Background: an optimization exercise with open tools, aiming at small area, a short achievable clock period and few clock cycles per item. Do not read the settings as production practice. Only simulation tests tie the RTL to the original design; equivalence was not proved.

File: config.mk
export PLATFORM = sky130hd
export DESIGN_NAME = yuvToRgbTop
export DESIGN_NICKNAME = yuvToRgbTop
export VERILOG_FILES = /design/flow/design.v
export SDC_FILE = /design/flow/constraint.sdc
export NUM_CORES = 4
export LEC_CHECK = 0
export CAP_MARGIN = 20
export CORE_MARGIN = 2
export CORE_UTILIZATION = 55
export SETUP_SLACK_MARGIN = 5
export SLEW_MARGIN = 20
File: constraint.sdc
create_clock -name core_clock -period 11.0 [get_ports {Clock_50_I}]
set_input_delay 2.2000 -clock core_clock [delete_from_list [all_inputs] [get_ports {Clock_50_I}]]
set_output_delay 2.2000 -clock core_clock [all_outputs]
set_load 0.01 [all_outputs]
File: design.v
`default_nettype none
package yuvRgbPkg;
  typedef logic [7:0] sample_t;
  typedef logic [8:0] lineLen_t;
  typedef logic [7:0] pairIdx_t;
  typedef logic signed [31:0] acc_t;
  typedef struct packed {
    sample_t yEven;
    sample_t yOdd;
    sample_t u;
    sample_t v;
  } yuvPair_t;
  typedef struct packed {
    sample_t       yEven;
    sample_t       yOdd;
    sample_t [5:0] uTap;
    sample_t [5:0] vTap;
    logic          lastInLine;
  } chromaWin_t;
  typedef struct packed {
    sample_t yEven;
    sample_t yOdd;
    sample_t uEven;
    sample_t vEven;
    sample_t uOdd;
    sample_t vOdd;
    logic    lastInLine;
  } yuv444Pair_t;
  typedef struct packed {
    sample_t rEven;
    sample_t gEven;
    sample_t bEven;
    sample_t rOdd;
    sample_t gOdd;
    sample_t bOdd;
    logic    lastInLine;
  } rgbPair_t;
endpackage
`default_nettype wire
`timescale 1ns/1ps
`default_nettype none
module lineConfig (
  input  wire                       Clock_50_I,
  input  wire                       Resetn,
  input  wire                       cfgWrite,
  input  wire yuvRgbPkg::lineLen_t  cfgData,
  input  wire                       lineBoundary,
  output yuvRgbPkg::lineLen_t       lineLength,
  output logic                      cfgError
);
  yuvRgbPkg::lineLen_t pendLen;
  logic pendValid;
  logic inRange;
  assign inRange = (cfgData >= 4) && (cfgData <= 256);
  always_ff @(posedge Clock_50_I or negedge Resetn) begin
    if (!Resetn) begin
      lineLength <= yuvRgbPkg::lineLen_t'(160);
      pendValid  <= 1'b0;
      cfgError   <= 1'b0;
    end else begin
      if (lineBoundary && pendValid) begin
        lineLength <= pendLen;
        pendValid  <= 1'b0;
      end
      if (cfgWrite) begin
        if (inRange) begin
          pendValid <= 1'b1;
        end else begin
          cfgError <= 1'b1;
        end
      end
    end
  end
  always_ff @(posedge Clock_50_I) begin
    if (cfgWrite && inRange) begin
      pendLen <= cfgData;
    end
  end
endmodule
`default_nettype wire
`timescale 1ns/1ps
`default_nettype none
`default_nettype wire
`timescale 1ns/1ps
`default_nettype none
module chromaPart (
  input  wire [7:0]  t0, t1, t2, t3, t4,
  output wire [17:0] pa, pb
);
  wire [8:0] b = {1'b0, t1} + {1'b0, t4};
  wire [8:0] c = {1'b0, t2} + {1'b0, t3};
  firPart u_part (.t0(t0), .b(b), .c(c), .sa(pa), .sb(pb));
endmodule
module chromaInterp (
  input  wire [17:0] pa, pb,
  input  wire [7:0]  t5,
  output wire [7:0]  odd
);
  wire [9:0] hi;
  firSum u_sum (.pa(pa), .pb(pb), .t5(t5), .s(hi));
  assign odd = hi[9] ? 8'h00 : (hi[8] ? 8'hff : hi[7:0]);
endmodule
module pixelSplit (
  input  wire [22:0] yp,
  input  wire [7:0]  u, v,
  output wire [9:0]  hr, hg,
  output wire [10:0] hb,
  output wire        cr, cg, cb
);
  cscSumR u_r (.yp(yp), .v(v), .hi0(hr), .c(cr));
  cscSumG u_g (.yp(yp), .u(u), .v(v), .hi0(hg), .c(cg));
  cscSumB u_b (.yp(yp), .u(u), .hi0(hb), .c(cb));
endmodule
module pixelClip (
  input  wire [9:0]  hr, hg,
  input  wire [10:0] hb,
  input  wire        cr, cg, cb,
  output wire [23:0] rgb
);
  wire [9:0]  r = hr + {9'd0, cr};
  wire [9:0]  g = hg + {9'd0, cg};
  wire [10:0] b = hb + {10'd0, cb};
  assign rgb[23:16] = r[9]  ? 8'h00 : (r[8]      ? 8'hff : r[7:0]);
  assign rgb[15:8]  = g[9]  ? 8'h00 : (g[8]      ? 8'hff : g[7:0]);
  assign rgb[7:0]   = b[10] ? 8'h00 : ((|b[9:8]) ? 8'hff : b[7:0]);
endmodule
`default_nettype wire
`timescale 1ns/1ps
`default_nettype none
module lumaSum (input wire [7:0] y, output wire [22:0] s);
  wire n1 = ~y[0];
  wire n3 = ~y[1];
  wire n5 = ~y[2];
  wire n7 = ~y[0];
  wire n9 = ~(y[1] ^ y[3]);
  wire n10 = y[1] | y[3];
  wire n11 = ~(y[2] ^ y[4]);
  wire n12 = y[2] | y[4];
  wire n13 = n1 ^ y[3] ^ y[5];
  wire n14 = (n1 & y[3]) | (n1 & y[5]) | (y[3] & y[5]);
  wire n15 = y[0] ^ n3 ^ y[4];
  wire n16 = (y[0] & n3) | (y[0] & y[4]) | (n3 & y[4]);
  wire n17 = y[1] ^ n5 ^ y[5];
  wire n18 = (y[1] & n5) | (y[1] & y[5]) | (n5 & y[5]);
  wire n19 = ~(y[2] ^ y[3]);
  wire n20 = y[2] | y[3];
  wire n21 = ~y[4];
  wire n23 = ~y[0];
  wire n25 = ~(y[1] ^ y[3]);
  wire n26 = y[1] | y[3];
  wire n27 = n7 ^ y[2] ^ y[4];
  wire n28 = (n7 & y[2]) | (n7 & y[4]) | (y[2] & y[4]);
  wire n29 = y[0] ^ n9 ^ y[5];
  wire n30 = (y[0] & n9) | (y[0] & y[5]) | (n9 & y[5]);
  wire n31 = n10 ^ n11 ^ y[6];
  wire n32 = (n10 & n11) | (n10 & y[6]) | (n11 & y[6]);
  wire n33 = n12 ^ n13 ^ y[7];
  wire n34 = (n12 & n13) | (n12 & y[7]) | (n13 & y[7]);
  wire n35 = n14 ^ n15 ^ y[6];
  wire n36 = (n14 & n15) | (n14 & y[6]) | (n15 & y[6]);
  wire n37 = n16 ^ n17 ^ y[7];
  wire n38 = (n16 & n17) | (n16 & y[7]) | (n17 & y[7]);
  wire n39 = n18 ^ n19 ^ y[6];
  wire n40 = (n18 & n19) | (n18 & y[6]) | (n19 & y[6]);
  wire n41 = n20 ^ n21 ^ y[7];
  wire n42 = (n20 & n21) | (n20 & y[7]) | (n21 & y[7]);
  wire n43 = ~(y[4] ^ y[5]);
  wire n44 = y[4] | y[5];
  wire n45 = ~y[6];
  wire n47 = ~y[7];
  wire [22:0] ra = {1'b1, n47, n45, n43, n41, n39, n37, n35, n33, n31, n29, n27, n25, y[2], y[1], ~y[7], ~y[6], ~y[5], ~y[4], ~y[3], ~y[2], ~y[1], ~y[0]};
  wire [22:0] rb = {y[7], y[6], n44, n42, n40, n38, n36, n34, n32, n30, n28, n26, y[0], n23, 1'b1, y[0], 1'b0, 1'b0, 1'b0, 1'b0, 1'b0, 1'b0, 1'b1};
  wire [22:0] tot = ra + rb;
  assign s = tot[22:0];
endmodule
module cscSumR (input wire [22:0] yp, input wire [7:0] v, output wire [9:0] hi0, output wire c);
  wire n1 = ~v[2];
  wire n3 = ~(v[0] ^ v[3]);
  wire n4 = v[0] | v[3];
  wire n5 = v[5] ^ ~v[7];
  wire n6 = v[5] & ~v[7];
  wire n7 = ~(v[1] ^ v[4]);
  wire n8 = v[1] | v[4];
  wire n9 = v[6] ^ yp[6];
  wire n10 = v[6] & yp[6];
  wire n11 = v[2] ^ v[5] ^ v[7];
  wire n12 = (v[2] & v[5]) | (v[2] & v[7]) | (v[5] & v[7]);
  wire n13 = ~v[3];
  wire n15 = ~(~v[0] ^ v[4]);
  wire n16 = ~v[0] | v[4];
  wire n17 = ~~v[1];
  wire n19 = v[0] ^ ~v[2];
  wire n20 = v[0] & ~v[2];
  wire n21 = v[1] ^ ~v[3];
  wire n22 = v[1] & ~v[3];
  wire n23 = ~(~v[0] ^ v[2]);
  wire n24 = ~v[0] | v[2];
  wire n25 = ~(~v[1] ^ v[3]);
  wire n26 = ~v[1] | v[3];
  wire n27 = v[0] ^ ~v[2] ^ v[4];
  wire n28 = (v[0] & ~v[2]) | (v[0] & v[4]) | (~v[2] & v[4]);
  wire n29 = v[1] ^ ~v[3] ^ v[5];
  wire n30 = (v[1] & ~v[3]) | (v[1] & v[5]) | (~v[3] & v[5]);
  wire n31 = ~(v[2] ^ ~v[4]);
  wire n32 = v[2] | ~v[4];
  wire n33 = ~(v[3] ^ ~v[5]);
  wire n34 = v[3] | ~v[5];
  wire n35 = v[0] ^ v[2];
  wire n36 = v[0] & v[2];
  wire n37 = v[1] ^ v[3] ^ ~v[5];
  wire n38 = (v[1] & v[3]) | (v[1] & ~v[5]) | (v[3] & ~v[5]);
  wire n39 = n1 ^ v[4] ^ ~v[6];
  wire n40 = (n1 & v[4]) | (n1 & ~v[6]) | (v[4] & ~v[6]);
  wire n41 = v[2] ^ n5 ^ n3;
  wire n42 = (v[2] & n5) | (v[2] & n3) | (n5 & n3);
  wire n43 = n6 ^ n4 ^ n9;
  wire n44 = (n6 & n4) | (n6 & n9) | (n4 & n9);
  wire n45 = n10 ^ n8 ^ n11;
  wire n46 = (n10 & n8) | (n10 & n11) | (n8 & n11);
  wire n47 = n12 ^ n13 ^ v[6];
  wire n48 = (n12 & n13) | (n12 & v[6]) | (n13 & v[6]);
  wire n49 = v[3] ^ n15 ^ v[7];
  wire n50 = (v[3] & n15) | (v[3] & v[7]) | (n15 & v[7]);
  wire n51 = n16 ^ n17 ^ v[5];
  wire n52 = (n16 & n17) | (n16 & v[5]) | (n17 & v[5]);
  wire n53 = ~v[1] ^ n19 ^ v[6];
  wire n54 = (~v[1] & n19) | (~v[1] & v[6]) | (n19 & v[6]);
  wire n55 = n20 ^ n21 ^ v[7];
  wire n56 = (n20 & n21) | (n20 & v[7]) | (n21 & v[7]);
  wire n57 = n22 ^ n23 ^ ~v[4];
  wire n58 = (n22 & n23) | (n22 & ~v[4]) | (n23 & ~v[4]);
  wire n59 = n24 ^ n25 ^ ~v[5];
  wire n60 = (n24 & n25) | (n24 & ~v[5]) | (n25 & ~v[5]);
  wire n61 = n26 ^ n27 ^ ~v[6];
  wire n62 = (n26 & n27) | (n26 & ~v[6]) | (n27 & ~v[6]);
  wire n63 = n28 ^ n29 ^ ~v[7];
  wire n64 = (n28 & n29) | (n28 & ~v[7]) | (n29 & ~v[7]);
  wire n65 = n30 ^ n31 ^ v[6];
  wire n66 = (n30 & n31) | (n30 & v[6]) | (n31 & v[6]);
  wire n67 = n32 ^ n33 ^ v[7];
  wire n68 = (n32 & n33) | (n32 & v[7]) | (n33 & v[7]);
  wire n69 = n34 ^ v[4] ^ ~v[6];
  wire n70 = (n34 & v[4]) | (n34 & ~v[6]) | (v[4] & ~v[6]);
  wire n71 = v[5] ^ ~v[7];
  wire n72 = v[5] & ~v[7];
  wire n73 = ~v[6];
  wire n75 = v[0] ^ ~v[2];
  wire n76 = v[0] & ~v[2];
  wire n77 = v[1] ^ ~v[3] ^ yp[1];
  wire n78 = (v[1] & ~v[3]) | (v[1] & yp[1]) | (~v[3] & yp[1]);
  wire n79 = n35 ^ ~v[4] ^ yp[2];
  wire n80 = (n35 & ~v[4]) | (n35 & yp[2]) | (~v[4] & yp[2]);
  wire n81 = n36 ^ n37 ^ yp[3];
  wire n82 = (n36 & n37) | (n36 & yp[3]) | (n37 & yp[3]);
  wire n83 = n38 ^ n39 ^ yp[4];
  wire n84 = (n38 & n39) | (n38 & yp[4]) | (n39 & yp[4]);
  wire n85 = n40 ^ n41 ^ yp[5];
  wire n86 = (n40 & n41) | (n40 & yp[5]) | (n41 & yp[5]);
  wire n87 = n42 ^ n43 ^ n7;
  wire n88 = (n42 & n43) | (n42 & n7) | (n43 & n7);
  wire n89 = n44 ^ n45 ^ yp[7];
  wire n90 = (n44 & n45) | (n44 & yp[7]) | (n45 & yp[7]);
  wire n91 = n46 ^ n47 ^ yp[8];
  wire n92 = (n46 & n47) | (n46 & yp[8]) | (n47 & yp[8]);
  wire n93 = n48 ^ n49 ^ yp[9];
  wire n94 = (n48 & n49) | (n48 & yp[9]) | (n49 & yp[9]);
  wire n95 = n50 ^ n51 ^ yp[10];
  wire n96 = (n50 & n51) | (n50 & yp[10]) | (n51 & yp[10]);
  wire n97 = n52 ^ n53 ^ yp[11];
  wire n98 = (n52 & n53) | (n52 & yp[11]) | (n53 & yp[11]);
  wire n99 = n54 ^ n55 ^ yp[12];
  wire n100 = (n54 & n55) | (n54 & yp[12]) | (n55 & yp[12]);
  wire n101 = n56 ^ n57 ^ yp[13];
  wire n102 = (n56 & n57) | (n56 & yp[13]) | (n57 & yp[13]);
  wire n103 = n58 ^ n59 ^ yp[14];
  wire n104 = (n58 & n59) | (n58 & yp[14]) | (n59 & yp[14]);
  wire n105 = n60 ^ n61 ^ yp[15];
  wire n106 = (n60 & n61) | (n60 & yp[15]) | (n61 & yp[15]);
  wire n107 = n62 ^ n63 ^ yp[16];
  wire n108 = (n62 & n63) | (n62 & yp[16]) | (n63 & yp[16]);
  wire n109 = n64 ^ n65 ^ yp[17];
  wire n110 = (n64 & n65) | (n64 & yp[17]) | (n65 & yp[17]);
  wire n111 = n66 ^ n67 ^ yp[18];
  wire n112 = (n66 & n67) | (n66 & yp[18]) | (n67 & yp[18]);
  wire n113 = n68 ^ n69 ^ yp[19];
  wire n114 = (n68 & n69) | (n68 & yp[19]) | (n69 & yp[19]);
  wire n115 = n70 ^ n71 ^ yp[20];
  wire n116 = (n70 & n71) | (n70 & yp[20]) | (n71 & yp[20]);
  wire n117 = n72 ^ n73 ^ yp[21];
  wire n118 = (n72 & n73) | (n72 & yp[21]) | (n73 & yp[21]);
  wire n119 = v[6] ^ v[7] ^ yp[22];
  wire n120 = (v[6] & v[7]) | (v[6] & yp[22]) | (v[7] & yp[22]);
  wire [25:0] ra = {1'b1, n119, n117, n115, n113, n111, n109, n107, n105, n103, n101, n99, n97, n95, n93, n91, n89, n87, n85, n83, n81, n79, n77, yp[0], ~v[1], ~v[0]};
  wire [25:0] rb = {n120, n118, n116, n114, n112, n110, n108, n106, n104, n102, n100, n98, n96, n94, n92, n90, n88, n86, n84, n82, n80, n78, n76, n75, 1'b0, 1'b1};
  wire [16:0] low = {1'b0, ra[15:0]} + {1'b0, rb[15:0]};
  assign c = low[16];
  assign hi0 = ra[25:16] + rb[25:16];
endmodule
module cscSumG (input wire [22:0] yp, input wire [7:0] u, input wire [7:0] v, output wire [9:0] hi0, output wire c);
  wire n1 = ~v[1];
  wire n3 = ~v[0] ^ v[2] ^ ~v[4];
  wire n4 = (~v[0] & v[2]) | (~v[0] & ~v[4]) | (v[2] & ~v[4]);
  wire n5 = ~v[1] ^ v[3] ^ ~v[5];
  wire n6 = (~v[1] & v[3]) | (~v[1] & ~v[5]) | (v[3] & ~v[5]);
  wire n7 = ~(~v[2] ^ v[4]);
  wire n8 = ~v[2] | v[4];
  wire n9 = ~v[3] ^ v[5];
  wire n10 = ~v[3] & v[5];
  wire n11 = ~~v[4];
  wire n13 = ~v[0] ^ ~v[5];
  wire n14 = ~v[0] & ~v[5];
  wire n15 = ~v[1] ^ ~v[6] ^ ~u[1];
  wire n16 = (~v[1] & ~v[6]) | (~v[1] & ~u[1]) | (~v[6] & ~u[1]);
  wire n17 = ~v[2] ^ ~v[7] ^ ~u[2];
  wire n18 = (~v[2] & ~v[7]) | (~v[2] & ~u[2]) | (~v[7] & ~u[2]);
  wire n19 = ~v[3] ^ ~u[3];
  wire n20 = ~v[3] & ~u[3];
  wire n21 = ~v[4] ^ ~u[4];
  wire n22 = ~v[4] & ~u[4];
  wire n23 = ~v[5] ^ ~u[0] ^ ~u[5];
  wire n24 = (~v[5] & ~u[0]) | (~v[5] & ~u[5]) | (~u[0] & ~u[5]);
  wire n25 = ~v[6] ^ ~u[1];
  wire n26 = ~v[6] & ~u[1];
  wire n27 = ~(~v[0] ^ ~v[7]);
  wire n28 = ~v[0] | ~v[7];
  wire n29 = ~u[2] ^ ~u[7];
  wire n30 = ~u[2] & ~u[7];
  wire n31 = ~v[1] ^ u[0] ^ ~u[3];
  wire n32 = (~v[1] & u[0]) | (~v[1] & ~u[3]) | (u[0] & ~u[3]);
  wire n33 = ~(v[0] ^ ~v[2]);
  wire n34 = v[0] | ~v[2];
  wire n35 = u[1] ^ ~u[4];
  wire n36 = u[1] & ~u[4];
  wire n37 = n1 ^ ~v[3] ^ ~u[0];
  wire n38 = (n1 & ~v[3]) | (n1 & ~u[0]) | (~v[3] & ~u[0]);
  wire n39 = u[2] ^ ~u[5] ^ yp[13];
  wire n40 = (u[2] & ~u[5]) | (u[2] & yp[13]) | (~u[5] & yp[13]);
  wire n41 = v[1] ^ n3 ^ ~u[1];
  wire n42 = (v[1] & n3) | (v[1] & ~u[1]) | (n3 & ~u[1]);
  wire n43 = u[3] ^ ~u[6] ^ yp[14];
  wire n44 = (u[3] & ~u[6]) | (u[3] & yp[14]) | (~u[6] & yp[14]);
  wire n45 = n4 ^ n5 ^ ~u[2];
  wire n46 = (n4 & n5) | (n4 & ~u[2]) | (n5 & ~u[2]);
  wire n47 = u[4] ^ ~u[7] ^ yp[15];
  wire n48 = (u[4] & ~u[7]) | (u[4] & yp[15]) | (~u[7] & yp[15]);
  wire n49 = n6 ^ n7 ^ ~v[6];
  wire n50 = (n6 & n7) | (n6 & ~v[6]) | (n7 & ~v[6]);
  wire n51 = ~u[3] ^ u[5] ^ yp[16];
  wire n52 = (~u[3] & u[5]) | (~u[3] & yp[16]) | (u[5] & yp[16]);
  wire n53 = n8 ^ n9 ^ ~v[7];
  wire n54 = (n8 & n9) | (n8 & ~v[7]) | (n9 & ~v[7]);
  wire n55 = ~u[4] ^ u[6] ^ yp[17];
  wire n56 = (~u[4] & u[6]) | (~u[4] & yp[17]) | (u[6] & yp[17]);
  wire n57 = n10 ^ n11 ^ v[6];
  wire n58 = (n10 & n11) | (n10 & v[6]) | (n11 & v[6]);
  wire n59 = ~u[5] ^ u[7] ^ yp[18];
  wire n60 = (~u[5] & u[7]) | (~u[5] & yp[18]) | (u[7] & yp[18]);
  wire n61 = ~(~v[4] ^ ~v[5]);
  wire n62 = ~v[4] | ~v[5];
  wire n63 = v[7] ^ ~u[6] ^ yp[19];
  wire n64 = (v[7] & ~u[6]) | (v[7] & yp[19]) | (~u[6] & yp[19]);
  wire n65 = ~(~v[6] ^ ~u[7]);
  wire n66 = ~v[6] | ~u[7];
  wire n67 = n13 ^ ~u[0];
  wire n68 = n13 & ~u[0];
  wire n69 = n14 ^ n15 ^ u[3];
  wire n70 = (n14 & n15) | (n14 & u[3]) | (n15 & u[3]);
  wire n71 = n16 ^ n17 ^ u[4];
  wire n72 = (n16 & n17) | (n16 & u[4]) | (n17 & u[4]);
  wire n73 = n18 ^ n19 ^ u[5];
  wire n74 = (n18 & n19) | (n18 & u[5]) | (n19 & u[5]);
  wire n75 = n20 ^ n21 ^ u[6];
  wire n76 = (n20 & n21) | (n20 & u[6]) | (n21 & u[6]);
  wire n77 = n22 ^ n23 ^ u[7];
  wire n78 = (n22 & n23) | (n22 & u[7]) | (n23 & u[7]);
  wire n79 = n24 ^ n25 ^ ~u[6];
  wire n80 = (n24 & n25) | (n24 & ~u[6]) | (n25 & ~u[6]);
  wire n81 = n26 ^ n29 ^ n27;
  wire n82 = (n26 & n29) | (n26 & n27) | (n29 & n27);
  wire n83 = n30 ^ n28 ^ n31;
  wire n84 = (n30 & n28) | (n30 & n31) | (n28 & n31);
  wire n85 = n32 ^ n35 ^ n33;
  wire n86 = (n32 & n35) | (n32 & n33) | (n35 & n33);
  wire n87 = n36 ^ n34 ^ n39;
  wire n88 = (n36 & n34) | (n36 & n39) | (n34 & n39);
  wire n89 = n40 ^ n38 ^ n43;
  wire n90 = (n40 & n38) | (n40 & n43) | (n38 & n43);
  wire n91 = n44 ^ n42 ^ n47;
  wire n92 = (n44 & n42) | (n44 & n47) | (n42 & n47);
  wire n93 = n48 ^ n46 ^ n51;
  wire n94 = (n48 & n46) | (n48 & n51) | (n46 & n51);
  wire n95 = n52 ^ n50 ^ n55;
  wire n96 = (n52 & n50) | (n52 & n55) | (n50 & n55);
  wire n97 = n56 ^ n54 ^ n59;
  wire n98 = (n56 & n54) | (n56 & n59) | (n54 & n59);
  wire n99 = n60 ^ n58 ^ n63;
  wire n100 = (n60 & n58) | (n60 & n63) | (n58 & n63);
  wire n101 = n64 ^ n62 ^ n65;
  wire n102 = (n64 & n62) | (n64 & n65) | (n62 & n65);
  wire n103 = ~(n66 ^ ~v[7]);
  wire n104 = n66 | ~v[7];
  wire n105 = ~v[3] ^ u[0];
  wire n106 = ~v[3] & u[0];
  wire n107 = ~v[4] ^ u[1] ^ yp[2];
  wire n108 = (~v[4] & u[1]) | (~v[4] & yp[2]) | (u[1] & yp[2]);
  wire n109 = n67 ^ u[2] ^ yp[3];
  wire n110 = (n67 & u[2]) | (n67 & yp[3]) | (u[2] & yp[3]);
  wire n111 = n68 ^ n69 ^ yp[4];
  wire n112 = (n68 & n69) | (n68 & yp[4]) | (n69 & yp[4]);
  wire n113 = n70 ^ n71 ^ yp[5];
  wire n114 = (n70 & n71) | (n70 & yp[5]) | (n71 & yp[5]);
  wire n115 = n72 ^ n73 ^ yp[6];
  wire n116 = (n72 & n73) | (n72 & yp[6]) | (n73 & yp[6]);
  wire n117 = n74 ^ n75 ^ yp[7];
  wire n118 = (n74 & n75) | (n74 & yp[7]) | (n75 & yp[7]);
  wire n119 = n76 ^ n77 ^ yp[8];
  wire n120 = (n76 & n77) | (n76 & yp[8]) | (n77 & yp[8]);
  wire n121 = n78 ^ n79 ^ yp[9];
  wire n122 = (n78 & n79) | (n78 & yp[9]) | (n79 & yp[9]);
  wire n123 = n80 ^ n81 ^ yp[10];
  wire n124 = (n80 & n81) | (n80 & yp[10]) | (n81 & yp[10]);
  wire n125 = n82 ^ n83 ^ yp[11];
  wire n126 = (n82 & n83) | (n82 & yp[11]) | (n83 & yp[11]);
  wire n127 = n84 ^ n85 ^ yp[12];
  wire n128 = (n84 & n85) | (n84 & yp[12]) | (n85 & yp[12]);
  wire n129 = n86 ^ n87 ^ n37;
  wire n130 = (n86 & n87) | (n86 & n37) | (n87 & n37);
  wire n131 = n88 ^ n89 ^ n41;
  wire n132 = (n88 & n89) | (n88 & n41) | (n89 & n41);
  wire n133 = n90 ^ n91 ^ n45;
  wire n134 = (n90 & n91) | (n90 & n45) | (n91 & n45);
  wire n135 = n92 ^ n93 ^ n49;
  wire n136 = (n92 & n93) | (n92 & n49) | (n93 & n49);
  wire n137 = n94 ^ n95 ^ n53;
  wire n138 = (n94 & n95) | (n94 & n53) | (n95 & n53);
  wire n139 = n96 ^ n97 ^ n57;
  wire n140 = (n96 & n97) | (n96 & n57) | (n97 & n57);
  wire n141 = n98 ^ n99 ^ n61;
  wire n142 = (n98 & n99) | (n98 & n61) | (n99 & n61);
  wire n143 = n100 ^ n101 ^ yp[20];
  wire n144 = (n100 & n101) | (n100 & yp[20]) | (n101 & yp[20]);
  wire n145 = n102 ^ n103 ^ yp[21];
  wire n146 = (n102 & n103) | (n102 & yp[21]) | (n103 & yp[21]);
  wire n147 = n104 ^ yp[22];
  wire n148 = n104 & yp[22];
  wire [25:0] ra = {1'b1, n147, n145, n143, n141, n139, n137, n135, n133, n131, n129, n127, n125, n123, n121, n119, n117, n115, n113, n111, n109, n107, yp[1], yp[0], ~v[1], ~v[0]};
  wire [25:0] rb = {n148, n146, n144, n142, n140, n138, n136, n134, n132, n130, n128, n126, n124, n122, n120, n118, n116, n114, n112, n110, n108, n106, n105, ~v[2], 1'b0, 1'b1};
  wire [16:0] low = {1'b0, ra[15:0]} + {1'b0, rb[15:0]};
  assign c = low[16];
  assign hi0 = ra[25:16] + rb[25:16];
endmodule
module cscSumB (input wire [22:0] yp, input wire [7:0] u, output wire [10:0] hi0, output wire c);
  wire n1 = ~u[1];
  wire n3 = ~(u[0] ^ u[2]);
  wire n4 = u[0] | u[2];
  wire n5 = ~u[5] ^ ~u[7];
  wire n6 = ~u[5] & ~u[7];
  wire n7 = ~(u[1] ^ u[3]);
  wire n8 = u[1] | u[3];
  wire n9 = ~u[6] ^ yp[6];
  wire n10 = ~u[6] & yp[6];
  wire n11 = u[2] ^ u[4] ^ ~u[7];
  wire n12 = (u[2] & u[4]) | (u[2] & ~u[7]) | (u[4] & ~u[7]);
  wire n13 = ~(u[0] ^ u[3]);
  wire n14 = u[0] | u[3];
  wire n15 = ~(u[1] ^ u[4]);
  wire n16 = u[1] | u[4];
  wire n17 = u[2] ^ u[5];
  wire n18 = u[2] & u[5];
  wire n19 = ~~u[0];
  wire n21 = ~u[1] ^ ~u[3];
  wire n22 = ~u[1] & ~u[3];
  wire n23 = ~u[2] ^ ~u[4];
  wire n24 = ~u[2] & ~u[4];
  wire n25 = u[0] ^ ~u[3] ^ ~u[5];
  wire n26 = (u[0] & ~u[3]) | (u[0] & ~u[5]) | (~u[3] & ~u[5]);
  wire n27 = n1 ^ ~u[4] ^ ~u[6];
  wire n28 = (n1 & ~u[4]) | (n1 & ~u[6]) | (~u[4] & ~u[6]);
  wire n29 = u[1] ^ n5 ^ n3;
  wire n30 = (u[1] & n5) | (u[1] & n3) | (n5 & n3);
  wire n31 = n6 ^ n4 ^ n9;
  wire n32 = (n6 & n4) | (n6 & n9) | (n4 & n9);
  wire n33 = n10 ^ n8 ^ n11;
  wire n34 = (n10 & n8) | (n10 & n11) | (n8 & n11);
  wire n35 = n12 ^ n13 ^ u[5];
  wire n36 = (n12 & n13) | (n12 & u[5]) | (n13 & u[5]);
  wire n37 = n14 ^ n15 ^ u[6];
  wire n38 = (n14 & n15) | (n14 & u[6]) | (n15 & u[6]);
  wire n39 = n16 ^ n17 ^ u[7];
  wire n40 = (n16 & n17) | (n16 & u[7]) | (n17 & u[7]);
  wire n41 = n18 ^ u[3] ^ u[6];
  wire n42 = (n18 & u[3]) | (n18 & u[6]) | (u[3] & u[6]);
  wire n43 = u[4] ^ u[7];
  wire n44 = u[4] & u[7];
  wire n45 = ~u[0];
  wire n47 = n19 ^ ~u[2];
  wire n48 = n19 & ~u[2];
  wire n49 = ~u[0] ^ n21 ^ yp[1];
  wire n50 = (~u[0] & n21) | (~u[0] & yp[1]) | (n21 & yp[1]);
  wire n51 = n22 ^ n23 ^ yp[2];
  wire n52 = (n22 & n23) | (n22 & yp[2]) | (n23 & yp[2]);
  wire n53 = n24 ^ n25 ^ yp[3];
  wire n54 = (n24 & n25) | (n24 & yp[3]) | (n25 & yp[3]);
  wire n55 = n26 ^ n27 ^ yp[4];
  wire n56 = (n26 & n27) | (n26 & yp[4]) | (n27 & yp[4]);
  wire n57 = n28 ^ n29 ^ yp[5];
  wire n58 = (n28 & n29) | (n28 & yp[5]) | (n29 & yp[5]);
  wire n59 = n30 ^ n31 ^ n7;
  wire n60 = (n30 & n31) | (n30 & n7) | (n31 & n7);
  wire n61 = n32 ^ n33 ^ yp[7];
  wire n62 = (n32 & n33) | (n32 & yp[7]) | (n33 & yp[7]);
  wire n63 = n34 ^ n35 ^ yp[8];
  wire n64 = (n34 & n35) | (n34 & yp[8]) | (n35 & yp[8]);
  wire n65 = n36 ^ n37 ^ yp[9];
  wire n66 = (n36 & n37) | (n36 & yp[9]) | (n37 & yp[9]);
  wire n67 = n38 ^ n39 ^ yp[10];
  wire n68 = (n38 & n39) | (n38 & yp[10]) | (n39 & yp[10]);
  wire n69 = n40 ^ n41 ^ yp[11];
  wire n70 = (n40 & n41) | (n40 & yp[11]) | (n41 & yp[11]);
  wire n71 = n42 ^ n43 ^ yp[12];
  wire n72 = (n42 & n43) | (n42 & yp[12]) | (n43 & yp[12]);
  wire n73 = n44 ^ u[5] ^ yp[13];
  wire n74 = (n44 & u[5]) | (n44 & yp[13]) | (u[5] & yp[13]);
  wire n75 = ~(u[6] ^ yp[14]);
  wire n76 = u[6] | yp[14];
  wire n77 = n45 ^ u[7] ^ yp[15];
  wire n78 = (n45 & u[7]) | (n45 & yp[15]) | (u[7] & yp[15]);
  wire n79 = u[0] ^ u[1] ^ yp[16];
  wire n80 = (u[0] & u[1]) | (u[0] & yp[16]) | (u[1] & yp[16]);
  wire n81 = ~(u[2] ^ yp[17]);
  wire n82 = u[2] | yp[17];
  wire n83 = u[3] ^ yp[18];
  wire n84 = u[3] & yp[18];
  wire n85 = ~(u[4] ^ yp[19]);
  wire n86 = u[4] | yp[19];
  wire n87 = ~(u[5] ^ yp[20]);
  wire n88 = u[5] | yp[20];
  wire n89 = ~(u[6] ^ yp[21]);
  wire n90 = u[6] | yp[21];
  wire n91 = u[7] ^ yp[22];
  wire n92 = u[7] & yp[22];
  wire [26:0] ra = {1'b1, 1'b1, n91, n89, n87, n85, n83, n81, n79, n77, n75, n73, n71, n69, n67, n65, n63, n61, n59, n57, n55, n53, n51, n49, yp[0], ~u[1], ~u[0]};
  wire [26:0] rb = {1'b0, n92, n90, n88, n86, n84, n82, n80, n78, n76, n74, n72, n70, n68, n66, n64, n62, n60, n58, n56, n54, n52, n50, n48, n47, 1'b0, 1'b1};
  wire [16:0] low = {1'b0, ra[15:0]} + {1'b0, rb[15:0]};
  assign c = low[16];
  assign hi0 = ra[26:16] + rb[26:16];
endmodule
module firPart (input wire [7:0] t0, input wire [8:0] b, input wire [8:0] c, output wire [17:0] sa, output wire [17:0] sb);
  wire n1 = ~c[0];
  wire n3 = c[0] ^ ~c[5];
  wire n4 = c[0] & ~c[5];
  wire n5 = ~(c[1] ^ ~c[6]);
  wire n6 = c[1] | ~c[6];
  wire n7 = ~b[0] ^ b[2] ^ ~b[4];
  wire n8 = (~b[0] & b[2]) | (~b[0] & ~b[4]) | (b[2] & ~b[4]);
  wire n9 = n1 ^ c[2] ^ ~c[7];
  wire n10 = (n1 & c[2]) | (n1 & ~c[7]) | (c[2] & ~c[7]);
  wire n11 = ~b[1] ^ b[3] ^ ~b[5];
  wire n12 = (~b[1] & b[3]) | (~b[1] & ~b[5]) | (b[3] & ~b[5]);
  wire n13 = t0[3] ^ t0[5];
  wire n14 = t0[3] & t0[5];
  wire n15 = c[0] ^ c[1] ^ c[3];
  wire n16 = (c[0] & c[1]) | (c[0] & c[3]) | (c[1] & c[3]);
  wire n17 = ~c[8] ^ ~b[2] ^ b[4];
  wire n18 = (~c[8] & ~b[2]) | (~c[8] & b[4]) | (~b[2] & b[4]);
  wire n19 = ~b[6] ^ t0[4] ^ t0[6];
  wire n20 = (~b[6] & t0[4]) | (~b[6] & t0[6]) | (t0[4] & t0[6]);
  wire n21 = ~(c[2] ^ c[4]);
  wire n22 = c[2] | c[4];
  wire n23 = ~b[3] ^ b[5] ^ ~b[7];
  wire n24 = (~b[3] & b[5]) | (~b[3] & ~b[7]) | (b[5] & ~b[7]);
  wire n25 = t0[5] ^ t0[7];
  wire n26 = t0[5] & t0[7];
  wire n27 = ~(c[3] ^ c[5]);
  wire n28 = c[3] | c[5];
  wire n29 = ~b[4] ^ b[6] ^ ~b[8];
  wire n30 = (~b[4] & b[6]) | (~b[4] & ~b[8]) | (b[6] & ~b[8]);
  wire n31 = c[4] ^ c[6];
  wire n32 = c[4] & c[6];
  wire n33 = ~~c[2];
  wire n35 = ~c[3] ^ ~b[1];
  wire n36 = ~c[3] & ~b[1];
  wire n37 = ~c[4] ^ b[0] ^ ~b[2];
  wire n38 = (~c[4] & b[0]) | (~c[4] & ~b[2]) | (b[0] & ~b[2]);
  wire n39 = t0[0] ^ t0[2];
  wire n40 = t0[0] & t0[2];
  wire n41 = n3 ^ b[1] ^ ~b[3];
  wire n42 = (n3 & b[1]) | (n3 & ~b[3]) | (b[1] & ~b[3]);
  wire n43 = t0[1] ^ t0[3] ^ t0[5];
  wire n44 = (t0[1] & t0[3]) | (t0[1] & t0[5]) | (t0[3] & t0[5]);
  wire n45 = n4 ^ n7 ^ n5;
  wire n46 = (n4 & n7) | (n4 & n5) | (n7 & n5);
  wire n47 = t0[2] ^ t0[4] ^ t0[6];
  wire n48 = (t0[2] & t0[4]) | (t0[2] & t0[6]) | (t0[4] & t0[6]);
  wire n49 = n8 ^ n6 ^ n13;
  wire n50 = (n8 & n6) | (n8 & n13) | (n6 & n13);
  wire n51 = n11 ^ n9 ^ t0[7];
  wire n52 = (n11 & n9) | (n11 & t0[7]) | (n9 & t0[7]);
  wire n53 = n14 ^ n12 ^ n10;
  wire n54 = (n14 & n12) | (n14 & n10) | (n12 & n10);
  wire n55 = n19 ^ n17 ^ n15;
  wire n56 = (n19 & n17) | (n19 & n15) | (n17 & n15);
  wire n57 = n20 ^ n18 ^ n16;
  wire n58 = (n20 & n18) | (n20 & n16) | (n18 & n16);
  wire n59 = n25 ^ n23 ^ n21;
  wire n60 = (n25 & n23) | (n25 & n21) | (n23 & n21);
  wire n61 = n26 ^ n24 ^ n22;
  wire n62 = (n26 & n24) | (n26 & n22) | (n24 & n22);
  wire n63 = n29 ^ n27 ^ t0[6];
  wire n64 = (n29 & n27) | (n29 & t0[6]) | (n27 & t0[6]);
  wire n65 = n30 ^ n28 ^ n31;
  wire n66 = (n30 & n28) | (n30 & n31) | (n28 & n31);
  wire n67 = ~b[5] ^ b[7] ^ t0[7];
  wire n68 = (~b[5] & b[7]) | (~b[5] & t0[7]) | (b[7] & t0[7]);
  wire n69 = ~(n32 ^ c[5]);
  wire n70 = n32 | c[5];
  wire n71 = c[7] ^ ~b[6] ^ b[8];
  wire n72 = (c[7] & ~b[6]) | (c[7] & b[8]) | (~b[6] & b[8]);
  wire n73 = ~(c[6] ^ c[8]);
  wire n74 = c[6] | c[8];
  wire n75 = n33 ^ ~b[0];
  wire n76 = n33 & ~b[0];
  wire n77 = ~c[2] ^ n35 ^ t0[1];
  wire n78 = (~c[2] & n35) | (~c[2] & t0[1]) | (n35 & t0[1]);
  wire n79 = n36 ^ n39 ^ n37;
  wire n80 = (n36 & n39) | (n36 & n37) | (n39 & n37);
  wire n81 = n40 ^ n38 ^ n43;
  wire n82 = (n40 & n38) | (n40 & n43) | (n38 & n43);
  wire n83 = n44 ^ n42 ^ n47;
  wire n84 = (n44 & n42) | (n44 & n47) | (n42 & n47);
  wire n85 = n48 ^ n46 ^ n51;
  wire n86 = (n48 & n46) | (n48 & n51) | (n46 & n51);
  wire n87 = n52 ^ n50 ^ n55;
  wire n88 = (n52 & n50) | (n52 & n55) | (n50 & n55);
  wire n89 = n56 ^ n54 ^ n59;
  wire n90 = (n56 & n54) | (n56 & n59) | (n54 & n59);
  wire n91 = n60 ^ n58 ^ n63;
  wire n92 = (n60 & n58) | (n60 & n63) | (n58 & n63);
  wire n93 = n64 ^ n62 ^ n67;
  wire n94 = (n64 & n62) | (n64 & n67) | (n62 & n67);
  wire n95 = n68 ^ n66 ^ n71;
  wire n96 = (n68 & n66) | (n68 & n71) | (n66 & n71);
  wire n97 = n72 ^ n70 ^ n73;
  wire n98 = (n72 & n70) | (n72 & n73) | (n70 & n73);
  wire n99 = ~(n74 ^ c[7]);
  wire n100 = n74 | c[7];
  wire n101 = ~~c[0];
  wire n103 = ~c[1] ^ t0[1];
  wire n104 = ~c[1] & t0[1];
  wire n105 = n75 ^ t0[0] ^ t0[2];
  wire n106 = (n75 & t0[0]) | (n75 & t0[2]) | (t0[0] & t0[2]);
  wire n107 = n76 ^ n77 ^ t0[3];
  wire n108 = (n76 & n77) | (n76 & t0[3]) | (n77 & t0[3]);
  wire n109 = n78 ^ n79 ^ t0[4];
  wire n110 = (n78 & n79) | (n78 & t0[4]) | (n79 & t0[4]);
  wire n111 = n80 ^ n81 ^ n41;
  wire n112 = (n80 & n81) | (n80 & n41) | (n81 & n41);
  wire n113 = n82 ^ n83 ^ n45;
  wire n114 = (n82 & n83) | (n82 & n45) | (n83 & n45);
  wire n115 = n84 ^ n85 ^ n49;
  wire n116 = (n84 & n85) | (n84 & n49) | (n85 & n49);
  wire n117 = n86 ^ n87 ^ n53;
  wire n118 = (n86 & n87) | (n86 & n53) | (n87 & n53);
  wire n119 = n88 ^ n89 ^ n57;
  wire n120 = (n88 & n89) | (n88 & n57) | (n89 & n57);
  wire n121 = n90 ^ n91 ^ n61;
  wire n122 = (n90 & n91) | (n90 & n61) | (n91 & n61);
  wire n123 = n92 ^ n93 ^ n65;
  wire n124 = (n92 & n93) | (n92 & n65) | (n93 & n65);
  wire n125 = n94 ^ n95 ^ n69;
  wire n126 = (n94 & n95) | (n94 & n69) | (n95 & n69);
  wire n127 = n96 ^ n97 ^ ~b[7];
  wire n128 = (n96 & n97) | (n96 & ~b[7]) | (n97 & ~b[7]);
  wire n129 = n98 ^ n99 ^ ~b[8];
  wire n130 = (n98 & n99) | (n98 & ~b[8]) | (n99 & ~b[8]);
  wire n131 = n100 ^ c[8];
  wire n132 = n100 & c[8];
  wire [17:0] ra = {1'b1, 1'b1, n131, n129, n127, n125, n123, n121, n119, n117, n115, n113, n111, n109, n107, n105, n103, t0[0]};
  wire [17:0] rb = {1'b0, n132, n130, n128, n126, n124, n122, n120, n118, n116, n114, n112, n110, n108, n106, n104, ~c[0], n101};
  assign sa = ra;
  assign sb = rb;
endmodule
module firSum (input wire [17:0] pa, input wire [17:0] pb, input wire [7:0] t5, output wire [9:0] s);
  wire n1 = t5[0] ^ t5[2];
  wire n2 = t5[0] & t5[2];
  wire n3 = t5[1] ^ t5[3] ^ t5[5];
  wire n4 = (t5[1] & t5[3]) | (t5[1] & t5[5]) | (t5[3] & t5[5]);
  wire n5 = t5[2] ^ t5[4] ^ t5[6];
  wire n6 = (t5[2] & t5[4]) | (t5[2] & t5[6]) | (t5[4] & t5[6]);
  wire n7 = t5[3] ^ t5[5] ^ t5[7];
  wire n8 = (t5[3] & t5[5]) | (t5[3] & t5[7]) | (t5[5] & t5[7]);
  wire n9 = t5[4] ^ t5[6];
  wire n10 = t5[4] & t5[6];
  wire n11 = t5[5] ^ t5[7];
  wire n12 = t5[5] & t5[7];
  wire n13 = t5[0] ^ t5[2];
  wire n14 = t5[0] & t5[2];
  wire n15 = t5[1] ^ t5[3] ^ pb[3];
  wire n16 = (t5[1] & t5[3]) | (t5[1] & pb[3]) | (t5[3] & pb[3]);
  wire n17 = n1 ^ t5[4] ^ pb[4];
  wire n18 = (n1 & t5[4]) | (n1 & pb[4]) | (t5[4] & pb[4]);
  wire n19 = n2 ^ n3 ^ pb[5];
  wire n20 = (n2 & n3) | (n2 & pb[5]) | (n3 & pb[5]);
  wire n21 = n4 ^ n5 ^ pb[6];
  wire n22 = (n4 & n5) | (n4 & pb[6]) | (n5 & pb[6]);
  wire n23 = n6 ^ n7 ^ pb[7];
  wire n24 = (n6 & n7) | (n6 & pb[7]) | (n7 & pb[7]);
  wire n25 = n8 ^ n9 ^ pb[8];
  wire n26 = (n8 & n9) | (n8 & pb[8]) | (n9 & pb[8]);
  wire n27 = n10 ^ n11 ^ pb[9];
  wire n28 = (n10 & n11) | (n10 & pb[9]) | (n11 & pb[9]);
  wire n29 = n12 ^ t5[6] ^ pb[10];
  wire n30 = (n12 & t5[6]) | (n12 & pb[10]) | (t5[6] & pb[10]);
  wire n31 = t5[7] ^ pb[11];
  wire n32 = t5[7] & pb[11];
  wire n33 = t5[0] ^ pb[0];
  wire n34 = t5[0] & pb[0];
  wire n35 = t5[1] ^ pb[1] ^ pa[1];
  wire n36 = (t5[1] & pb[1]) | (t5[1] & pa[1]) | (pb[1] & pa[1]);
  wire n37 = n13 ^ pb[2] ^ pa[2];
  wire n38 = (n13 & pb[2]) | (n13 & pa[2]) | (pb[2] & pa[2]);
  wire n39 = n14 ^ n15 ^ pa[3];
  wire n40 = (n14 & n15) | (n14 & pa[3]) | (n15 & pa[3]);
  wire n41 = n16 ^ n17 ^ pa[4];
  wire n42 = (n16 & n17) | (n16 & pa[4]) | (n17 & pa[4]);
  wire n43 = n18 ^ n19 ^ pa[5];
  wire n44 = (n18 & n19) | (n18 & pa[5]) | (n19 & pa[5]);
  wire n45 = n20 ^ n21 ^ pa[6];
  wire n46 = (n20 & n21) | (n20 & pa[6]) | (n21 & pa[6]);
  wire n47 = n22 ^ n23 ^ pa[7];
  wire n48 = (n22 & n23) | (n22 & pa[7]) | (n23 & pa[7]);
  wire n49 = n24 ^ n25 ^ pa[8];
  wire n50 = (n24 & n25) | (n24 & pa[8]) | (n25 & pa[8]);
  wire n51 = n26 ^ n27 ^ pa[9];
  wire n52 = (n26 & n27) | (n26 & pa[9]) | (n27 & pa[9]);
  wire n53 = n28 ^ n29 ^ pa[10];
  wire n54 = (n28 & n29) | (n28 & pa[10]) | (n29 & pa[10]);
  wire n55 = n30 ^ n31 ^ pa[11];
  wire n56 = (n30 & n31) | (n30 & pa[11]) | (n31 & pa[11]);
  wire n57 = n32 ^ pb[12] ^ pa[12];
  wire n58 = (n32 & pb[12]) | (n32 & pa[12]) | (pb[12] & pa[12]);
  wire n59 = pb[13] ^ pa[13];
  wire n60 = pb[13] & pa[13];
  wire n61 = pb[14] ^ pa[14];
  wire n62 = pb[14] & pa[14];
  wire n63 = pb[15] ^ pa[15];
  wire n64 = pb[15] & pa[15];
  wire n65 = pb[16] ^ pa[16];
  wire n66 = pb[16] & pa[16];
  wire n67 = pb[17] ^ pa[17];
  wire n68 = pb[17] & pa[17];
  wire [17:0] ra = {n67, n65, n63, n61, n59, n57, n55, n53, n51, n49, n47, n45, n43, n41, n39, n37, n35, pa[0]};
  wire [17:0] rb = {n66, n64, n62, n60, n58, n56, n54, n52, n50, n48, n46, n44, n42, n40, n38, n36, n34, n33};
  wire [17:0] tot = ra + rb;
  assign s = tot[17:8];
endmodule
`default_nettype wire
`timescale 1ns/1ps
`default_nettype none
module yuvToRgbTop (
  input  wire                       Clock_50_I,
  input  wire                       Resetn,
  input  wire [31:0]                inPair,
  input  wire                       inValid,
  input  wire                       rgbReady,
  input  wire                       cfgWrite,
  input  wire [8:0]                 cfgData,
  output logic                      inReady,
  output logic [48:0]               rgbPair,
  output logic                      rgbValid,
  output logic [8:0]                lineLength,
  output logic                      cfgError
);
  logic       inRdy;        
  logic       en;           
  logic [7:0] pairCnt;      
  logic [1:0] flushCnt;     
  logic       accept;
  logic       isLast;
  logic       isFirst;
  logic       lineBoundary;
  logic       flushStep;
  assign accept       = inValid && inRdy;
  assign isLast       = ({1'b0, pairCnt} == lineLength - 9'd1);
  assign isFirst      = (pairCnt == 8'd0);
  assign lineBoundary = accept ? isLast : isFirst;
  assign flushStep    = en && (flushCnt != 2'd0);
  assign inReady      = inRdy;
  lineConfig u_lineConfig (
    .Clock_50_I   (Clock_50_I),
    .Resetn       (Resetn),
    .cfgWrite     (cfgWrite),
    .cfgData      (cfgData),
    .lineBoundary (lineBoundary),
    .lineLength   (lineLength),
    .cfgError     (cfgError)
  );
  logic        outValid;
  logic        skidValid;
  logic        outFree;
  logic        push;
  logic [48:0] result;
  logic [48:0] skid;
  logic        resValid;
  logic        skidNext;
  logic [1:0]  flushNext;
  assign outFree  = !outValid || rgbReady;
  assign push     = en && resValid;
  assign skidNext = skidValid ? !outFree : (push && !outFree);
  always_comb begin
    flushNext = flushCnt;
    if (accept && isLast) flushNext = 2'd3;
    else if (flushStep)   flushNext = flushCnt - 2'd1;
  end
  always_ff @(posedge Clock_50_I or negedge Resetn) begin
    if (!Resetn) begin
      inRdy     <= 1'b0;
      en        <= 1'b0;
      pairCnt   <= '0;
      flushCnt  <= '0;
      outValid  <= 1'b0;
      skidValid <= 1'b0;
    end else begin
      if (accept) pairCnt <= isLast ? 8'd0 : pairCnt + 8'd1;
      flushCnt  <= flushNext;
      en        <= !skidNext;
      inRdy     <= !skidNext && (flushNext == 2'd0);
      skidValid <= skidNext;
      if (outFree) outValid <= skidValid || push;
    end
  end
  always_ff @(posedge Clock_50_I) begin
    if (!skidValid) skid <= result;
    if (outFree) rgbPair <= skidValid ? skid : result;
  end
  assign rgbValid = outValid;
  logic [7:0]  yE [0:3];
  logic [7:0]  yO [0:3];
  logic [7:0]  uT [1:5];
  logic [7:0]  vT [1:5];
  logic [17:0] uPa, uPb;
  logic [17:0] vPa, vPb;
  logic [17:0] uPaNext, uPbNext;
  logic [17:0] vPaNext, vPbNext;
  logic        winValid;
  logic        winLast;
  logic        shift;
  assign shift = accept || flushStep;
  chromaPart u_partU (.t0(uT[1]), .t1(uT[2]), .t2(uT[3]), .t3(uT[4]), .t4(uT[5]), .pa(uPaNext), .pb(uPbNext));
  chromaPart u_partV (.t0(vT[1]), .t1(vT[2]), .t2(vT[3]), .t3(vT[4]), .t4(vT[5]), .pa(vPaNext), .pb(vPbNext));
  always_ff @(posedge Clock_50_I) begin
    if (accept) begin
      yE[3] <= inPair[31:24];
      yO[3] <= inPair[23:16];
      uT[5] <= inPair[15:8];
      vT[5] <= inPair[7:0];
    end
    if (shift) begin
      for (int i = 0; i < 3; i++) begin
        yE[i] <= yE[i+1];
        yO[i] <= yO[i+1];
      end
      for (int i = 1; i < 3; i++) begin
        uT[i] <= uT[i+1];
        vT[i] <= vT[i+1];
      end
      uT[3] <= (accept && isFirst) ? inPair[15:8] : uT[4];
      uT[4] <= (accept && isFirst) ? inPair[15:8] : uT[5];
      vT[3] <= (accept && isFirst) ? inPair[7:0]  : vT[4];
      vT[4] <= (accept && isFirst) ? inPair[7:0]  : vT[5];
      uPa <= uPaNext;
      uPb <= uPbNext;
      vPa <= vPaNext;
      vPb <= vPbNext;
    end
  end
  always_ff @(posedge Clock_50_I or negedge Resetn) begin
    if (!Resetn) begin
      winValid <= 1'b0;
    end else if (en) begin
      winValid <= (accept && (pairCnt >= 8'd3)) || flushStep;
    end
  end
  always_ff @(posedge Clock_50_I) begin
    if (en) winLast <= flushStep && (flushCnt == 2'd1);
  end
  logic [7:0]  uOdd;
  logic [7:0]  vOdd;
  logic [22:0] ypEven;
  logic [22:0] ypOdd;
  chromaInterp u_firU (.pa(uPa), .pb(uPb), .t5(uT[5]), .odd(uOdd));
  chromaInterp u_firV (.pa(vPa), .pb(vPb), .t5(vT[5]), .odd(vOdd));
  lumaSum u_lumaE (.y(yE[0]), .s(ypEven));
  lumaSum u_lumaO (.y(yO[0]), .s(ypOdd));
  logic        p1Valid;
  logic [22:0] p1YpE;
  logic [22:0] p1YpO;
  logic [7:0]  p1UE;
  logic [7:0]  p1VE;
  logic [7:0]  p1UO;
  logic [7:0]  p1VO;
  logic        p1Last;
  always_ff @(posedge Clock_50_I or negedge Resetn) begin
    if (!Resetn) p1Valid <= 1'b0;
    else if (en) p1Valid <= winValid;
  end
  always_ff @(posedge Clock_50_I) begin
    if (en) begin
      p1YpE  <= ypEven;
      p1YpO  <= ypOdd;
      p1UE   <= uT[2];
      p1VE   <= vT[2];
      p1UO   <= uOdd;
      p1VO   <= vOdd;
      p1Last <= winLast;
    end
  end
  logic [9:0]  hrE, hgE, hrO, hgO;
  logic [10:0] hbE, hbO;
  logic        crE, cgE, cbE, crO, cgO, cbO;
  pixelSplit u_sumE (.yp(p1YpE), .u(p1UE), .v(p1VE), .hr(hrE), .hg(hgE), .hb(hbE), .cr(crE), .cg(cgE), .cb(cbE));
  pixelSplit u_sumO (.yp(p1YpO), .u(p1UO), .v(p1VO), .hr(hrO), .hg(hgO), .hb(hbO), .cr(crO), .cg(cgO), .cb(cbO));
  logic        p2Valid;
  logic [9:0]  p2HrE, p2HgE, p2HrO, p2HgO;
  logic [10:0] p2HbE, p2HbO;
  logic        p2CrE, p2CgE, p2CbE, p2CrO, p2CgO, p2CbO;
  logic        p2Last;
  always_ff @(posedge Clock_50_I or negedge Resetn) begin
    if (!Resetn) p2Valid <= 1'b0;
    else if (en) p2Valid <= p1Valid;
  end
  always_ff @(posedge Clock_50_I) begin
    if (en) begin
      p2HrE <= hrE; p2HgE <= hgE; p2HbE <= hbE;
      p2CrE <= crE; p2CgE <= cgE; p2CbE <= cbE;
      p2HrO <= hrO; p2HgO <= hgO; p2HbO <= hbO;
      p2CrO <= crO; p2CgO <= cgO; p2CbO <= cbO;
      p2Last <= p1Last;
    end
  end
  logic [23:0] rgbEven;
  logic [23:0] rgbOdd;
  pixelClip u_clipE (.hr(p2HrE), .hg(p2HgE), .hb(p2HbE), .cr(p2CrE), .cg(p2CgE), .cb(p2CbE), .rgb(rgbEven));
  pixelClip u_clipO (.hr(p2HrO), .hg(p2HgO), .hb(p2HbO), .cr(p2CrO), .cg(p2CgO), .cb(p2CbO), .rgb(rgbOdd));
  assign result   = {rgbEven, rgbOdd, p2Last};
  assign resValid = p2Valid;
endmodule
`default_nettype wire
File: flow/run.sh
#!/bin/bash
set -euo pipefail
bash ./standard.sh SETUP_SLACK_MARGIN=7.5 MATCH_CELL_FOOTPRINT=0 finish > standard_flow.log 2>&1
File: standard.sh
#!/bin/bash
# synth_recipe.tcl (not shown) runs the flow's synth.tcl, then flattens the netlist and writes it again
# the make line also repeats each setting of config.mk as NAME=value (left out here)
make -C /OpenROAD-flow-scripts/flow DESIGN_CONFIG=/design/flow/config.mk WORK_HOME=/design/flow/orfs CLKGATE_MAP_FILE= SYNTH_SCRIPT=/design/flow/synth_recipe.tcl "${@:-finish}"
==> results by group, run 1 <==
GRT
  • Initial antenna violation count: 5
  • Number of global-route vias before repair: about 25000
  • First-pass GRT wire length: ~130 mm
  • Largest net degree at the start of global routing: 78
  • Total gr overflow: 0
  • GRT Overall Usage: 24.24%

Final layout
  • Area Overhead vs Synth: 22.54%
  • Final Util: slightly below 70%
  • Most common cell after layout, fill and taps aside: inv_1
  • Share of cells above drive strength 1: about a fifth
  • Nets: roughly 4400
  • Number of diodes: 0
  • Most frequent cells in the layout: inv_1, edfxtp_1, ha_1

Worst setup path
  • Arr. time, crit path: 4.48 ns
  • Worst path cell trace: ha_1 > a21o_1 > a21oi_2 > nor2b_1 > o21a_2 > o41ai_4 > xnor2_2 > inv_2 > fa_2 > fa_1 > inv_1 > fa_2 > inv_2 > fa_2
  • CP peak stage delay: between 0.5 and 0.6 ns
  • Crit path required time: 11.38 ns
  • Worst path bufs/invs: 3
  • Worst reg2reg setup slack: a little under 7 ns
  • Critical-path maximum fanout: 2
  • CP endpoint kind: flop
  • WS Path Type: reg -> reg
  • Critical Path Source Type: flop
  • Most frequent CP cell: fa_2
  • Crit-path leading delay family: adder cells
  • Critical path's slowest cell: fa_2

Timing
  • Fin crit share: a little under two fifths
  • Unrepaired setup endpoints after global routing: true
  • Fmax achieved: between 200 and 250 MHz
  • Final Hold Vio Count: 0
  • Skew final: 0.04139 ns
  • Max transition margin: a little over a third
  • Final worst slack: 6.907 ns
  • Hold slack: ~0.42 ns
  • Max-slew violations: 0
  • TNS Setup: 0 ns
  • Final setup viols: 0
  • Final min period: around 4.1 ns
  • Least-Margin Pin Slew: 0.9597 ns

Clock tree
  • CTS Buf Count: 56
  • Root buffer cell: clkbuf_16
  • Clock transition at the registers of the reported paths: 0.06 ns
  • H-tree Lvls: 2
  • Clk buf depth: 3
  • CTS tree: yes
  • Worst skew pair latency: 0.63 ns
  • # hold bufs at CTS: 0
  • Sink Count: around 490

Route
  • Violation count after the first detailed-route iteration: ~1200
  • Routed wire length: roughly 82 mm
  • Vias: roughly 23000
  • DRT Pass-1 Iters: 4
  • WL per Instance: 18.37 um
  • Via density: 5.234
  • Drt drc: 0
  • Post-route ant nets: 0

Floorplanning
  • Site row count: 95
  • Core ar.: ~0.067 mm^2
  • Initial Util: 55.40%
  • Die ar.: slightly below 0.07 mm^2
  • Die W: around 260 um
  • Num ports: roughly 110
  • Die Y-Extent: between 200 and 300 um

Yosys
  • Ys Warns: 10
  • Cell area after synthesis: 0.03714 mm^2
  • EDFF count, synth: ~420
  • Synth area leaders: edfxtp_1, fa_1, ha_1
  • Seq/Total Area, Yosys: 38.25%
  • Synth Instances: about 3100
  • Distinct cells, synth: 73
  • Average size of a mapped cell: between 10 and 15 um^2
  • Cell taking the most area after synthesis: edfxtp_1
  • Synth Register Bits: ~500
  • Share of flip-flops with an asynchronous set or reset: 5.668%
  • Syn_nets: approximately 4000
  • Top cell type's share of synthesized area: 33.72%
  • Top FF cell, synth: edfxtp_1

Min path
  • HP Class: reg -> reg

Placed design
  • Dpl hpwl: around 60 mm
  • Port Buffers: approximately 110
  • GP Congestion: approximately 0.88
  • Setup Slack @ Placement: 5.606 ns

Run status
  • Status: finished clean

Job
  • Max Cap Viol: 0
==> metal layers <==
| metal | track usage [%] | up-vias | routed length (um) |
|---|---|---|---|
| met2 | 40.84 | 431 | 39630 |
| met5 | 0 | - | 64 |
| met4 | 6.465 | 8 | 2172 |
| li1 | - | 11250 | - |
| met3 | 3.766 | 139 | 3793 |
| met1 | 32.99 | 11664 | 36790 |
==> synth_stat cells, drive strengths merged, types with 8 or more instances <==
master,number
clkbuf,13
o31ai,8
nand3,37
o21a,20
a22o,16
a31oi,10
o21ai,98
xor2,68
nor2,99
o21bai,14
or3,11
dfrtp,26
a21oi,121
nor2b,24
fa,410
mux2,12
and3,34
dfxtp,49
edfxtp,417
inv,684
nand2,174
xnor2,122
nand2b,21
ha,405
a21o,76
nand4,23
nor3,27
==> kinds of logic after synthesis <==
family	count (synthesis)	share of synthesized area, %
fa+ha+maj	819	35.85
buf+inv	701	7.125
flops	494	38.25
simple gates	489	6.384
compound gates	418	7.145
xor+xnor	192	4.602
mux	19	0.6434
==> state kept, by name (all words and copies together) (netlist names), 23 cells and up <==
signal / flops
p1YpE: 23
p1YpO: 23
rgbPair: 49
skid: 49
uT: 40
vT: 40
yE: 32
yO: 32
==> cell type report <==
type                    count  area, um^2
clock inverters            35       540.5
repair inverters            2       12.51
multi-input cells        1940       21880
repair buffers            391        3602
well taps                 873        1092
inverters                 686        2659
flip-flops and latches    494       14220
clock buffers              67        1504
fillers                  4990       21530
==> metrics by stage <==
step	area (um^2)	instances
5_1_grt	45510	4488
3_3_place_gp	39750	4104
4_1_cts	44530	4426
3_5_place_dp	39750	4104
2_1_floorplan	37600	3132
6_report	45510	4488
==> worst register-to-register path, stage by stage (launching register included) <==
cell	delay [ns]
edfxtp_1	0.40
ha_1	0.30
a21o_1	0.17
a21oi_2	0.17
nor2b_1	0.06
o21a_2	0.23
o41ai_4	0.28
xnor2_2	0.18
inv_2	0.09
fa_2	0.55
fa_1	0.42
inv_1	0.08
fa_2	0.43
inv_2	0.06
fa_2	0.41
==> worst paths after layout <==
kind | from | endpoint | cells after the start
setup / recovery | vT[4][1]$_DFFE_PP_ | vPa[7]$_DFFE_PP_ | 14
max in group asynchronous | Resetn | u_lineConfig.lineLength[7]$_DFFE_PN1P_ | 2
setup reg to reg | vT[4][1]$_DFFE_PP_ | vPa[7]$_DFFE_PP_ | 14
hold / removal | yO[2][0]$_DFFE_PP_ | yO[1][0]$_DFFE_PP_ | 0
min in group asynchronous | Resetn | u_lineConfig.cfgError$_DFFE_PN0P_ | 2
hold reg to reg | yO[2][0]$_DFFE_PP_ | yO[1][0]$_DFFE_PP_ | 0
==> timing repair <==
item | 4_1_cts | 5_1_grt
cloned | 5 | 1
resized for setup | 282 | 111
buffers inserted | 215 | 61
pin swaps | 131 | 119
endpoints found under the setup margin | 412 | 105
Testbench counts, summed over its fixed seeds: cycles 4,100, items 3,972.
==> run 2: changes to the inputs <==
==> flow/run.sh (replaced) <==
#!/bin/bash
set -euo pipefail
bash ./standard.sh SETUP_SLACK_MARGIN=6.9 finish > standard_flow.log 2>&1
--- a/config.mk
+++ b/config.mk
@@ -9,3 +9,3 @@
 export CORE_MARGIN = 2
-export CORE_UTILIZATION = 55
+export CORE_UTILIZATION = 40
 export SETUP_SLACK_MARGIN = 5
==> results by group, run 2 <==
Timing
  • Least-Margin Pin Slew: about 1.1 ns
  • Final setup viols: 0
  • Fin crit share: 37.59%
  • Final min period: between 4 and 5 ns
  • Max transition margin: between 20 and 30%
  • TNS Setup: 0 ns
  • Unrepaired setup endpoints after global routing: true
  • Final Hold Vio Count: 0
  • Skew final: 0.03470 ns
  • Fmax achieved: ~240 MHz
  • Max-slew violations: 0

Yosys
  • Ys Warns: 10
  • Synth Instances: roughly 3100
  • Most frequent cell after synthesis: inv_1
  • Top FF cell, synth: edfxtp_1
  • Seq/Total Area, Yosys: 38.25%
  • Top cell type's share of synthesized area: between 30% and 40%
  • Synth top cells by count: inv_1, edfxtp_1, fa_1
  • EDFF count, synth: around 420
  • Share of flip-flops with an asynchronous set or reset: roughly 5.7%
  • Synth Register Bits: around 490
  • Cell area after synthesis: between 0.03 and 0.04 mm^2
  • Average size of a mapped cell: 11.86 um^2
  • Syn_nets: roughly 4000
  • Cell taking the most area after synthesis: edfxtp_1
  • Synth area leaders: edfxtp_1, fa_1, ha_1
  • Distinct cells, synth: 73

Route
  • Vias: approximately 23000
  • Drt drc: 0
  • DRT Pass-1 Iters: 5
  • Via density: around 4.7
  • Violation count after the first detailed-route iteration: ~1100
  • WL per Instance: 16.91 um
  • Routed wire length: 80.33 mm
  • Post-route ant nets: 0

Final layout
  • Most frequent cells in the layout: inv_1, edfxtp_1, ha_1
  • Nets: approximately 4300
  • Most common cell after layout, fill and taps aside: inv_1
  • Number of diodes: 0
  • Share of cells above drive strength 1: 12.86%
  • Area Overhead vs Synth: 18.25%
  • Largest regs: rgbPair: 49 flops, skid: 49 flops
  • Fillers: between 8000 and 9000

Clock tree
  • CTS Buf Count: 57
  • H-tree Lvls: 2
  • CTS tree: yes
  • Root buffer cell: clkbuf_16
  • Worst skew pair latency: between 0.6 and 0.7 ns
  • # hold bufs at CTS: 0
  • Sink Count: 494
  • Clk buf depth: 3
  • Clock transition at the registers of the reported paths: around 0.060 ns

Floorplanning
  • Die ar.: between 0.09 and 0.1 mm^2
  • Num ports: 107
  • Die Y-Extent: 308.7 um
  • Die W: 308.7 um
  • Site row count: ~110
  • Core ar.: about 0.092 mm^2
  • Initial Util: 40.46%

Worst setup path
  • CP endpoint kind: flop
  • Worst Reg-to-Reg Cells: 14
  • WS Path Type: reg -> reg
  • Critical path's slowest cell: fa_1
  • Crit path required time: around 11 ns
  • Worst path cell trace: ha_1 > a21o_1 > a21oi_2 > nor2b_1 > o21a_1 > o41ai_2 > xnor2_1 > inv_1 > fa_1 > fa_1 > inv_1 > fa_1 > inv_1 > fa_2
  • Arr. time, crit path: approximately 4.5 ns
  • CP peak stage delay: roughly 0.5 ns
  • Critical Path Source Type: flop
  • Critical-path maximum fanout: 2

GRT
  • Largest net degree at the start of global routing: between 150 and 200
  • Number of global-route vias before repair: between 20000 and 25000
  • GRT Overall Usage: 17.29%
  • First-pass GRT wire length: ~130 mm
  • Total gr overflow: 0
  • Initial antenna violation count: 0

Min path
  • Hold Path Stages: 0
  • HP Class: reg -> reg

Placed design
  • Dpl hpwl: between 60 and 70 mm
  • Port Buffers: ~110
  • GP Congestion: between 0.8 and 0.9

Job
  • Max Cap Viol: 0

Run status
  • Status: finished clean
## run 2: routing by layer
| metal | global-route usage (%) | vias up | share of wire [%] |
|---|---|---|---|
| li1 | - | 10998 | - |
| met1 | 23.43 | 11084 | 46 |
| met2 | 29.47 | 339 | 49 |
| met3 | 2.158 | 89 | 3.6 |
| met4 | 4.299 | 0 | 2.0 |
| met5 | 0 | - | 0 |
## run 2: final timing paths
path | start | to | slack [ns]
max | uT[3][1]$_DFFE_PP_ | uPa[7]$_DFFE_PP_ | 6.86
min | yO[3][7]$_DFFE_PP_ | yO[2][7]$_DFFE_PP_ | 0.41
max reg2reg | uT[3][1]$_DFFE_PP_ | uPa[7]$_DFFE_PP_ | 6.86
min reg2reg | yO[3][7]$_DFFE_PP_ | yO[2][7]$_DFFE_PP_ | 0.41
max in group asynchronous | Resetn | u_lineConfig.lineLength[5]$_DFFE_PN1P_ | 8.77
min in group asynchronous | Resetn | u_lineConfig.lineLength[4]$_DFFE_PN0P_ | 1.92
## run 2: area by class of cell
class / instances / area, um^2 / share of cell area [%]
multi-input cells: 1937 / 20890 / 47.57
inverters: 686 / 2638 / 6.005
repair buffers: 283 / 2466 / 5.615
flip-flops and latches: 494 / 14210 / 32.36
well taps: 1243 / 1555 / 3.541
clock inverters: 37 / 594.3 / 1.353
clock buffers: 71 / 1559 / 3.550
## run 2: through the flow
step,worst slack [ns],instance area (um^2),utilization (%),hold slack (ns),cells
final,6.865,43920,47.84,0.4124,4751
after global placement,6.431,39870,43.43,0.4006,4475
after CTS,6.818,42910,46.74,0.4141,4671
after floorplan,6.844,37240,-,0.4003,3132
after global routing,6.740,43920,47.84,0.4206,4751
after detailed placement,6.365,39870,43.43,0.4045,4475
## run 2: critical path, delay by kind of cell, from the launching register on
kind | cells | cell delay, ns
DFF | 1 | 0.39
AOI/OAI and AO/OA | 4 | 0.80
and+or+nand+nor | 1 | 0.06
adders and majority gates | 5 | 2.11
buffers and inverters | 3 | 0.27
xor gates and xnor gates | 1 | 0.23
## run 2: repair_timing
item                       4_1_cts  5_1_grt
setup endpoints to repair       57       57
pin swaps                       39       74
buffers inserted                88       80
gates resized for setup         70      109
## run 2: cells by family after synthesis
| family | count (synthesis) | synth area share (%) |
|---|---|---|
| DFF | 494 | 38.25 |
| buffers and inverters | 701 | 7.125 |
| adders and majority gates | 819 | 35.85 |
| xor gates and xnor gates | 192 | 4.602 |
| muxes | 19 | 0.6434 |
| and+or+nand+nor | 489 | 6.384 |
| AOI/OAI and AO/OA | 418 | 7.145 |

-- what the ideal ports hide --
No port has a modelled driver above. Below, the same layouts with a new extraction and two added sets of constraints. Step 1 assumes that a clkbuf_16 drives the clock port and a buf_2 every other input. Step 2 times the ports against the registers' clock, not the clock port: input delays grow and output delays shrink by t, the midpoint of the rising clock arrivals with the driver on. Slacks: ideal ports / drivers / drivers and shift; pairs: ideal ports / drivers.
| run | t (ns) | slack for setup (ns) | worst hold slack (ns) | slew at the worst register clock pin (ns) | worst data-port slew with drivers (ns) |
|---|---|---|---|---|---|
| run 1 | 0.677 | 6.907 / 6.907 / 6.907 | 0.416 / 0.416 / 0.416 | 0.07 / 0.07 | 0.04 |
| run 2 | 0.718 | 6.865 / 6.865 / 6.530 | 0.412 / 0.412 / 0.412 | 0.07 / 0.07 | 0.05 |
After both steps setup and hold are still met in every run listed. For run 2, which loses most, drivers alone change the setup slack by 0.000 ns; drivers and shift together by -0.335 ns.
